From an optimization exercise on the open Yosys and OpenROAD flow, aimed at small area; shortcuts taken in it are not production practice. Only simulation tests tie the RTL to the original design; equivalence was not proved. Power figures rest on the tool's default switching activity, not on a simulated workload.

<file path="flow/design.v">
package modbusPkg;
    typedef enum logic [7:0] {
        readHolding   = 8'h03,
        readInput     = 8'h04,
        writeMultiple = 8'h10
    } funcCode;
    typedef enum logic [7:0] {
        illegalFunction = 8'h01,
        illegalAddress  = 8'h02,
        illegalValue    = 8'h03
    } excCode;
    typedef logic [15:0] regWord;
    typedef logic [6:0] bufIndex;  
    localparam logic [15:0] maxReadQty = 16'd125;
    localparam logic [15:0] maxWriteQty = 16'd123;
    localparam logic [15:0] crcInit = 16'hFFFF;
    localparam logic [15:0] crcPoly = 16'hA001;
endpackage
`timescale 1ns/1ps
module crc16 (
    input  logic        clk,
    input  logic        rst,
    input  logic        clear,
    input  logic        enable,
    input  logic [7:0]  dataIn,
    output logic [15:0] crc
);
    logic [15:0] nextCrc;
    always_comb begin
        nextCrc = crc ^ {8'h00, dataIn};
        for (int i = 0; i < 8; i++) begin
            nextCrc = nextCrc[0] ? ((nextCrc >> 1) ^ modbusPkg::crcPoly) : (nextCrc >> 1);
        end
    end
    always_ff @(posedge clk) begin
        if (rst || clear) begin
            crc <= modbusPkg::crcInit;
        end else if (enable) begin
            crc <= nextCrc;
        end
    end
endmodule
`timescale 1ns/1ps
module regBuffer (
    input  logic    clk,
    input  logic    wrEn,
    input  modbusPkg::bufIndex wrIndex,
    input  modbusPkg::regWord  wrData,
    input  modbusPkg::bufIndex rdIndex,
    output modbusPkg::regWord  rdData
);
    modbusPkg::regWord mem [128];
    always_ff @(posedge clk) begin
        if (wrEn) begin
            mem[wrIndex] <= wrData;
        end
        rdData <= mem[rdIndex];  
    end
endmodule
`timescale 1ns/1ps
module requestParser #(
    parameter logic [7:0] stationAddress = 8'h37,
    parameter int         holdingCount = 32,
    parameter int         inputCount = 32
) (
    input  logic        clk,
    input  logic        rst,
    input  logic [7:0]  rxData,
    input  logic        rxValid,
    input  logic        parityError,
    input  logic        silence,
    input  logic        busy,
    output logic        rxAck,
    output logic        reqValid,
    output modbusPkg::funcCode     reqFunc,
    output logic [15:0] reqStart,
    output logic [15:0] reqQty,
    output logic        reqError,
    output modbusPkg::excCode      reqExc,
    output logic        wrEn,
    output modbusPkg::bufIndex     wrIndex,
    output modbusPkg::regWord      wrData
);
    typedef enum logic [3:0] {
        pStation, pFunc, pAddrHi, pAddrLo, pQtyHi, pQtyLo, pByteCount,
        pDataHi, pDataLo, pCrcLo, pCrcHi, pWait
    } parseState;
    parseState   state;
    parseState   cur;
    logic [7:0]  funcByte;
    logic [7:0]  dataHi;
    logic [7:0]  crcLo;
    logic [15:0] start;
    logic [15:0] qty;
    logic [15:0] curQty;
    logic [16:0] rangeEnd;
    logic [15:0] crc;
    modbusPkg::bufIndex     wordCount;
    logic        isWrite;
    logic        qtyOk;
    logic        rangeOk;
    logic        crcClear;
    logic        crcEnable;
    assign cur = silence ? pStation : state;  
    assign isWrite = (funcByte == modbusPkg::writeMultiple);
    assign curQty = (cur == pQtyLo) ? {qty[15:8], rxData} : qty;
    assign qtyOk = (curQty != 16'd0) && (curQty <= (isWrite ? modbusPkg::maxWriteQty : modbusPkg::maxReadQty));
    assign rangeEnd = {1'b0, start} + {1'b0, curQty};
    assign rangeOk = rangeEnd <= ((funcByte == modbusPkg::readInput) ? 17'(inputCount) : 17'(holdingCount));
    assign wrEn = rxValid && !parityError && (cur == pDataLo);
    assign wrIndex = wordCount;
    assign wrData = {dataHi, rxData};
    assign crcClear = !rxValid && (cur == pStation || cur == pWait);
    assign crcEnable = rxValid && !(cur == pCrcLo || cur == pCrcHi || cur == pWait);
    crc16 rxCrc (
        .clk    (clk),
        .rst    (rst),
        .clear  (crcClear),
        .enable (crcEnable),
        .dataIn (rxData),
        .crc    (crc)
    );
    always_ff @(posedge clk) begin
        if (rst) begin
            state <= pStation;
            rxAck <= 1'b0;
            reqValid <= 1'b0;
        end else begin
            rxAck <= rxValid;
            reqValid <= 1'b0;
            if (!rxValid) begin
                state <= cur;
            end else if (parityError) begin
                state <= pWait;
            end else begin
                case (cur)
                    pStation: state <= (busy || rxData != stationAddress) ? pWait : pFunc;
                    pFunc: begin
                        funcByte <= rxData;
                        if (rxData == modbusPkg::readHolding || rxData == modbusPkg::readInput || rxData == modbusPkg::writeMultiple) begin
                            state <= pAddrHi;
                        end else begin
                            state <= pWait;
                            reqValid <= 1'b1;
                            reqError <= 1'b1;
                            reqExc <= modbusPkg::illegalFunction;
                            reqFunc <= modbusPkg::funcCode'(rxData);
                        end
                    end
                    pAddrHi: begin
                        start[15:8] <= rxData;
                        state <= pAddrLo;
                    end
                    pAddrLo: begin
                        start[7:0] <= rxData;
                        state <= pQtyHi;
                    end
                    pQtyHi: begin
                        qty[15:8] <= rxData;
                        state <= pQtyLo;
                    end
                    pQtyLo: begin
                        qty[7:0] <= rxData;
                        if (!qtyOk || (!isWrite && !rangeOk)) begin
                            state <= pWait;
                            reqValid <= 1'b1;
                            reqError <= 1'b1;
                            reqExc <= qtyOk ? modbusPkg::illegalAddress : modbusPkg::illegalValue;
                            reqFunc <= modbusPkg::funcCode'(funcByte);
                        end else begin
                            state <= isWrite ? pByteCount : pCrcLo;
                        end
                    end
                    pByteCount: begin
                        wordCount <= '0;
                        if ({1'b0, rxData} != {qty[7:0], 1'b0} || !rangeOk) begin
                            state <= pWait;
                            reqValid <= 1'b1;
                            reqError <= 1'b1;
                            reqFunc <= modbusPkg::funcCode'(funcByte);
                            if ({1'b0, rxData} != {qty[7:0], 1'b0}) begin
                                reqExc <= modbusPkg::illegalValue;
                            end else begin
                                reqExc <= modbusPkg::illegalAddress;
                            end
                        end else begin
                            state <= pDataHi;
                        end
                    end
                    pDataHi: begin
                        dataHi <= rxData;
                        state <= pDataLo;
                    end
                    pDataLo: begin
                        wordCount <= wordCount + 1'b1;
                        state <= (wordCount == qty[6:0] - 7'd1) ? pCrcLo : pDataHi;
                    end
                    pCrcLo: begin
                        crcLo <= rxData;
                        state <= pCrcHi;
                    end
                    pCrcHi: begin
                        state <= pWait;  
                        if ({rxData, crcLo} == crc) begin
                            reqValid <= 1'b1;
                            reqError <= 1'b0;
                            reqFunc <= modbusPkg::funcCode'(funcByte);
                            reqStart <= start;
                            reqQty <= qty;
                        end
                    end
                    default: state <= pWait;
                endcase
            end
        end
    end
endmodule
`timescale 1ns/1ps
module responseBuilder #(
    parameter int                   addrWidth = 24,
    parameter logic [7:0]           stationAddress = 8'h37,
    parameter logic [addrWidth-1:0] holdingOffset = 'hA00000,
    parameter logic [addrWidth-1:0] inputOffset = 'hB00000
) (
    input  logic                 clk,
    input  logic                 rst,
    input  logic                 reqValid,
    input  modbusPkg::funcCode              reqFunc,
    input  logic [15:0]          reqStart,
    input  logic [15:0]          reqQty,
    input  logic                 reqError,
    input  modbusPkg::excCode               reqExc,
    input  logic                 txAck,
    input  logic                 wordDone,
    input  modbusPkg::regWord               wordRdData,
    input  modbusPkg::regWord               rdData,
    output logic                 busy,
    output logic [7:0]           txData,
    output logic                 txReq,
    output logic                 wordStart,
    output logic                 wordWrite,
    output logic [addrWidth-1:0] wordAddr,
    output modbusPkg::regWord               wordData,
    output modbusPkg::bufIndex              rdIndex
);
    typedef enum logic [4:0] {
        bIdle, bWrFetch, bWrIssue, bWrBus, bRdBus,
        bStation, bFunc, bExc, bCount, bAddrHi, bAddrLo, bQtyHi, bQtyLo,
        bDataHi, bDataLo, bCrcLo, bCrcHi
    } buildState;
    buildState            state;
    modbusPkg::bufIndex              wordIdx;
    modbusPkg::regWord               rdWord;
    logic [15:0]          crc;
    logic [addrWidth-1:0] baseAddr;
    logic [addrWidth-1:0] issueAddr;
    logic                 isWrite;
    logic                 lastWord;
    assign isWrite = (reqFunc == modbusPkg::writeMultiple);
    assign lastWord = (wordIdx == reqQty[6:0]);
    assign baseAddr = (reqFunc == modbusPkg::readInput) ? inputOffset : holdingOffset;
    assign issueAddr = baseAddr + addrWidth'(reqStart) + addrWidth'(wordIdx);
    assign rdIndex = wordIdx;  
    assign busy = (state != bIdle);
    assign txReq = !(state == bIdle || state == bWrFetch || state == bWrIssue || state == bWrBus || state == bRdBus);
    always_comb begin
        case (state)
            bStation: txData = stationAddress;
            bFunc:    txData = reqError ? {1'b1, reqFunc[6:0]} : reqFunc;
            bExc:     txData = reqExc;
            bCount:   txData = {reqQty[6:0], 1'b0};
            bAddrHi:  txData = reqStart[15:8];
            bAddrLo:  txData = reqStart[7:0];
            bQtyHi:   txData = reqQty[15:8];
            bQtyLo:   txData = reqQty[7:0];
            bDataHi:  txData = rdWord[15:8];
            bDataLo:  txData = rdWord[7:0];
            bCrcLo:   txData = crc[7:0];
            bCrcHi:   txData = crc[15:8];
            default:  txData = 8'h00;
        endcase
    end
    crc16 txCrc (
        .clk    (clk),
        .rst    (rst),
        .clear  (state == bIdle),
        .enable (txReq && txAck && !(state == bCrcLo || state == bCrcHi)),
        .dataIn (txData),
        .crc    (crc)
    );
    always_ff @(posedge clk) begin
        if (rst) begin
            state <= bIdle;
            wordStart <= 1'b0;
        end else begin
            wordStart <= 1'b0;
            case (state)
                bIdle: begin
                    wordIdx <= '0;
                    if (reqValid) begin
                        state <= (!reqError && isWrite) ? bWrFetch : bStation;
                    end
                end
                bWrFetch: state <= bWrIssue;  
                bWrIssue: begin
                    wordStart <= 1'b1;
                    wordWrite <= 1'b1;
                    wordAddr <= issueAddr;
                    wordData <= rdData;
                    wordIdx <= wordIdx + 1'b1;
                    state <= bWrBus;
                end
                bWrBus: begin
                    if (wordDone) begin
                        state <= lastWord ? bStation : bWrIssue;
                    end
                end
                bRdBus: begin
                    if (wordDone) begin
                        rdWord <= wordRdData;
                        state <= bDataHi;
                    end
                end
                default: begin
                    if (txAck) begin
                        case (state)
                            bStation: state <= bFunc;
                            bFunc:    state <= reqError ? bExc : (isWrite ? bAddrHi : bCount);
                            bAddrHi:  state <= bAddrLo;
                            bAddrLo:  state <= bQtyHi;
                            bQtyHi:   state <= bQtyLo;
                            bDataHi:  state <= bDataLo;
                            bExc, bQtyLo: state <= bCrcLo;
                            bCrcLo:   state <= bCrcHi;
                            bCrcHi:   state <= bIdle;
                            bCount, bDataLo: begin
                                if (state == bDataLo && lastWord) begin
                                    state <= bCrcLo;
                                end else begin
                                    wordStart <= 1'b1;  
                                    wordWrite <= 1'b0;
                                    wordAddr <= issueAddr;
                                    wordIdx <= wordIdx + 1'b1;
                                    state <= bRdBus;
                                end
                            end
                            default: state <= bIdle;
                        endcase
                    end
                end
            endcase
        end
    end
endmodule
`timescale 1ns/1ps
module busMaster #(
    parameter int addrWidth = 24
) (
    input  logic                 clk,
    input  logic                 rst,
    input  logic                 wordStart,
    input  logic                 wordWrite,
    input  logic [addrWidth-1:0] wordAddr,
    input  modbusPkg::regWord               wordData,
    input  modbusPkg::regWord               wbDatIn,
    input  logic                 wbAck,
    output logic                 wordDone,
    output modbusPkg::regWord               wordRdData,
    output logic [addrWidth-1:0] wbAdr,
    output modbusPkg::regWord               wbDatOut,
    output logic                 wbCyc,
    output logic                 wbStb,
    output logic                 wbWe
);
    assign wbStb = wbCyc;  
    always_ff @(posedge clk) begin
        if (rst) begin
            wbCyc <= 1'b0;
            wbWe <= 1'b0;
            wordDone <= 1'b0;
        end else begin
            wordDone <= 1'b0;
            if (wbCyc) begin
                if (wbAck) begin
                    wbCyc <= 1'b0;
                    wbWe <= 1'b0;
                    wordDone <= 1'b1;
                end
            end else if (wordStart) begin
                wbCyc <= 1'b1;
                wbWe <= wordWrite;
            end
        end
    end
    always_ff @(posedge clk) begin
        if (wordStart && !wbCyc) begin
            wbAdr <= wordAddr;
            wbDatOut <= wordData;
        end
        if (wbCyc && wbAck) begin
            wordRdData <= wbDatIn;  
        end
    end
endmodule
`timescale 1ns/1ps
module modbusSlave #(
    parameter int                   addrWidth = 24,
    parameter logic [7:0]           stationAddress = 8'h37,
    parameter logic [addrWidth-1:0] holdingOffset = 'hA00000,
    parameter logic [addrWidth-1:0] inputOffset = 'hB00000,
    parameter int                   holdingCount = 200,
    parameter int                   inputCount = 160
) (
    input  logic                 clk,
    input  logic                 rst,
    input  logic [7:0]           rxData,
    input  logic                 rxValid,
    input  logic                 parityError,
    input  logic                 silence,
    output logic                 rxAck,
    output logic [7:0]           txData,
    output logic                 txReq,
    input  logic                 txAck,
    output logic [addrWidth-1:0] wbAdr,
    output modbusPkg::regWord               wbDatOut,
    input  modbusPkg::regWord               wbDatIn,
    output logic                 wbCyc,
    output logic                 wbStb,
    output logic                 wbWe,
    input  logic                 wbAck
);
    logic                 reqValid;
    modbusPkg::funcCode              reqFunc;
    logic [15:0]          reqStart;
    logic [15:0]          reqQty;
    logic                 reqError;
    modbusPkg::excCode               reqExc;
    logic                 busy;
    logic                 wrEn;
    modbusPkg::bufIndex              wrIndex;
    modbusPkg::regWord               wrData;
    modbusPkg::bufIndex              rdIndex;
    modbusPkg::regWord               rdData;
    logic                 wordStart;
    logic                 wordWrite;
    logic [addrWidth-1:0] wordAddr;
    modbusPkg::regWord               wordData;
    logic                 wordDone;
    modbusPkg::regWord               wordRdData;
    requestParser #(
        .stationAddress (stationAddress),
        .holdingCount   (holdingCount),
        .inputCount     (inputCount)
    ) parser (.*);
    responseBuilder #(
        .addrWidth      (addrWidth),
        .stationAddress (stationAddress),
        .holdingOffset  (holdingOffset),
        .inputOffset    (inputOffset)
    ) builder (.*);
    busMaster #(
        .addrWidth (addrWidth)
    ) master (.*);
    regBuffer writeBuf (.*);  
endmodule
</file>
<file path="flow/run.sh">
#!/bin/bash
# synth_recipe.tcl (not shown) runs the flow's synth.tcl, then flattens the netlist and writes it again
# the make line also repeats each setting of config.mk as NAME=value (left out here)
make -C /OpenROAD-flow-scripts/flow DESIGN_CONFIG=/design/flow/config.mk WORK_HOME=/design/flow/orfs CLKGATE_MAP_FILE= SYNTH_SCRIPT=/design/flow/synth_recipe.tcl finish
</file>
<file path="flow/config.mk">
export PLATFORM = sky130hd
export DESIGN_NAME = modbusSlave
export DESIGN_NICKNAME = modbusSlave
export VERILOG_FILES = /design/flow/design.v
export SDC_FILE = /design/flow/constraint.sdc
export NUM_CORES = 4
export LEC_CHECK = 0
export CAP_MARGIN = 20
export CORE_MARGIN = 2
export CORE_UTILIZATION = 40
export SLEW_MARGIN = 20
</file>
<file path="flow/constraint.sdc">
create_clock -name core_clock -period 10.0 [get_ports {clk}]
set_input_delay 2.0000 -clock core_clock [delete_from_list [all_inputs] [get_ports {clk}]]
set_output_delay 2.0000 -clock core_clock [all_outputs]
set_load 0.01 [all_outputs]
</file>
==> flow_metrics.env <==
export IMPL_ios=84
export IMPL_synth_fa_ha_area_share_pct=0.497
export IMPL_grt_max_degree=130
export IMPL_drtAntennaViolNets=0
export IMPL_seqPwrFrac_pct=43.6
export IMPL_ys_ff_latch=2325
export IMPL_syn_to_final_growth_pct=14.1
export IMPL_synth_compound_area_share_pct=1.46
export IMPL_htreeDepth=4
export IMPL_synth_xor_area_share_pct=1.12
export IMPL_final_core_util_pct=45.8
export IMPL_rows=175
export IMPL_die_w_um=481
export IMPL_tns_ps=0
export IMPL_synth_mux_area_share_pct=17.2
export IMPL_crit_type="in -> reg"
export IMPL_dp_cells=7185
export IMPL_viasPerCell=5.67
export IMPL_portBuffers=77
export IMPL_clkPwrFrac_pct=34.3
export IMPL_clock_sinks=2325
export IMPL_period_needed_ps=6920
export IMPL_routedWlPerCell_um=29.6
export IMPL_final_layout_size_suffix_gt1_share_pct=28.5
export IMPL_combPwrFrac_pct=22.1
export IMPL_cts_resized=0
export IMPL_run_status="complete, no violations"
export IMPL_coreArea_mm2=0.227
export IMPL_die_y_um=481
export IMPL_yosys_area_share_simple_pct=2.61
export IMPL_vias=43200
export IMPL_postSynthCellCount=4131
export IMPL_numCtsBuffers=223
export IMPL_cts_root_buf="clkbuf_16"
export IMPL_finalHoldViolations=0
export IMPL_synth_area_mm2=0.0911
export IMPL_leakage_nw=32.2
export IMPL_rsz0062_at_grt="false"
export IMPL_internal_power_w=0.0181
export IMPL_ys_types=79
export IMPL_worstPathArrival_ps=7420
export IMPL_fin_nets=4474
export IMPL_fmax_mhz=145
export IMPL_yosys_warnings=5
export IMPL_synth_main_ff_cell="edfxtp_1"
export IMPL_synth_top_family_by_area="multiplexers"
export IMPL_grt_pass1_wl_um=322000
export IMPL_switching_power_w=0.00673
export IMPL_hpwl_um=131000
export IMPL_synth_edff_count=2262
export IMPL_grt_remaining_overflow=0
export IMPL_timing_hold_ws_ps=400
export IMPL_grt_pass1_vias=43500
export IMPL_drc_errors=0
export IMPL_fin_skew_ps=34.3
export IMPL_hold_class="reg -> reg"
export IMPL_tightest_slew_ps=1100
export IMPL_routed_wirelength_um=225000
export IMPL_cts_tree="built"
export IMPL_antenna_found_initial=19
export IMPL_synthArstFlopShare_pct=0
export IMPL_synth_seq_area_share_pct=76.0
export IMPL_start_util_pct=40.1
export IMPL_clk_pin_slew_ps=60
export IMPL_cts_buffer_depth=3
export IMPL_critical_path_max_fanout=10
export IMPL_power_total_w=0.0249
export IMPL_grtUsageTotal_pct=19.4
export IMPL_setup_viol=0
export IMPL_power_density_mw_per_mm2=239
export IMPL_critPathCaptureType="flop"
export IMPL_switching_share_pct=27.1
export IMPL_period_share_pct=69.2
export IMPL_firstDrtPassIters=7
export IMPL_ir_drop_mv=0.240
export IMPL_cts_hold_buf=0
export IMPL_cap_violations=0
export IMPL_layout_commonest_cell="edfxtp_1"
export IMPL_syn_avg_cell_area_um2=22.0
export IMPL_slew_headroom_pct=26.7
export IMPL_drtIter0Drc=5368
export IMPL_final_cell_mix="2262 x edfxtp_1, 672 x mux4_2, 225 x clkbuf_16"
export IMPL_clock_latency_ps=870
export IMPL_die_area_mm2=0.231
export IMPL_postCtsSetupRepairBufs=0
export IMPL_critPathLaunchType="primary input"
export IMPL_stdcell_count=7615
export IMPL_final_max_slew_violation_count=0
export IMPL_gp_congestion=0.859
export IMPL_cp_required_ps=10510
layout make-up:
type	instances	area, um2
well taps	3009	3760
diodes	2	5.00
multi-input cells	1553	21000
clock buffers	274	5890
fillers	18700	123000
inverters	31	116
clock inverters	147	1550
flip-flops and latches	2325	69200
repair buffers	274	2390
path summary, 6_finish.rpt:
path | from | endpoint | slack, ps | cells past startpoint
worst max-delay path | silence | parser.reqFunc[0] | 3080 | 22
worst min-delay path | writeBuf.rdData[3] | builder.wordData[3] | 400 | 0
worst max register to register | parser.state[2] | parser.reqFunc[0] | 3910 | 21
worst min register to register | writeBuf.rdData[3] | builder.wordData[3] | 400 | 0
registers in the layout (all words and copies together), names as in the netlist, 16 cells and up:
signal and cells:
builder.wordAddr 18, builder.wordData 16, parser.qty 16, parser.start 16
master.wordRdData 16, writeBuf.mem 2048, parser.rxCrc.crc 16, master.wbDatOut 16
parser.reqStart 16, builder.rdWord 16, writeBuf.rdData 16, builder.txCrc.crc 16
master.wbAdr 18, parser.reqQty 16
logic make-up (layout without fill, tap and decap cells):
| family | after synthesis | count (layout) |
|---|---|---|
| xor+xnor | 110 | 110 |
| compound gates | 195 | 195 |
| simple gates | 488 | 488 |
| other cells | 2 | 8 |
| buf+inv | 257 | 726 |
| mux | 719 | 719 |
| fa+ha+maj | 35 | 35 |
| flops | 2325 | 2325 |
power by group through the flow:
stage	logic, W	registers, W	clock network, W
floorplan	0.00362	0.0110	0
global placement	0.00555	0.0110	0
detailed placement	0.00557	0.0110	0
CTS	0.00558	0.0108	0.00868
global route	0.00576	0.0108	0.00907
finish	0.00550	0.0108	0.00853
through the flow:
step / instance area, um2 / setup slack [ps]
floorplan: 91100 / 3730
global placement: 96300 / 2140
detailed placement: 96400 / 2250
CTS: 104000 / 3150
global route: 104000 / 2470
finish: 104000 / 3080
synth_stat cells, drive strengths merged (3+ instances only):
master / instances / area, um2
a2111oi: 8 / 76.3
a211oi: 5 / 37.5
a21boi: 3 / 22.5
a21o: 7 / 52.6
a21oi: 45 / 225
a221oi: 6 / 52.6
a22o: 4 / 35.0
a22oi: 12 / 90.1
a31oi: 6 / 37.5
a32o: 3 / 30.0
and2: 6 / 40.0
and3: 9 / 56.3
and3b: 3 / 26.3
buf: 69 / 332
clkbuf: 157 / 589
dfxtp: 63 / 1260
edfxtp: 2262 / 67900
ha: 33 / 413
inv: 31 / 116
mux2: 29 / 327
mux2i: 18 / 180
mux4: 672 / 15100
nand2: 97 / 364
nand2b: 15 / 93.8
nand3: 31 / 155
nand3b: 11 / 82.6
nand4: 17 / 106
nand4b: 6 / 52.6
nor2: 200 / 751
nor2b: 19 / 126
nor3: 22 / 125
nor3b: 5 / 47.5
nor4: 12 / 75.1
o2111ai: 4 / 35.0
o211ai: 24 / 185
o21a: 7 / 52.6
o21ai: 33 / 165
o21bai: 6 / 45.0
o22ai: 3 / 18.8
o31ai: 3 / 22.5
or2: 4 / 25.0
or3: 16 / 100
or3b: 5 / 43.8
xnor2: 66 / 578
xor2: 41 / 374
metal layers:
metal	GRT usage, %	up-vias	share of wire [%]
met2	31.2	1666	49
li1	-	17900	-
met5	0	-	0.0058
met3	2.58	326	6.2
met1	27.8	23300	42
met4	6.06	2	2.9
worst max-delay path: stages:
cell             delay, ps
clkdlybuf4s50_1        570
nand2b_1               300
nor2_1                 410
a21oi_1                170
inv_1                  130
ha_1                   180
inv_1                   60
fa_1                   420
nor2b_1                210
o2111ai_1              180
nand2_1                110
xor2_1                  80
ha_1                   320
nand2_1                 60
nor4_1                 200
a31oi_1                 70
o21ai_0                230
o311ai_0               150
a2111oi_0              470
nand4b_1               290
o31ai_1                440
a21oi_1                360

-- separate check: timing with driven ports --
How much do the figures lean on ideal ports? The routed layout below was timed once more, with nothing changed but the port constraints.
Step 1 sets driving cells, clkbuf_16 on the clock port and buf_2 on the other inputs (assumed; they add their load-dependent delay and slew).
Step 2, shift: input delay + t, output delay - t, t = (earliest + latest rising clock arrival at the registers) / 2. This alone moves slack from input paths to output paths.
Three values: no drivers, after step 1, after step 2; two values: the first two.
shift t [ns]: 0.953
slack for setup (ns): 3.085 / 3.138 / 2.185
clock arrival spread, ns: 0.038 / 0.039
worst register clock-pin slew, ns: 0.07 / 0.07
worst slew at a driven data input, ns: 0.07
After both steps setup and hold are still met in this run. For this run, drivers alone change the setup slack by +0.053 ns; drivers and shift together by -0.900 ns.
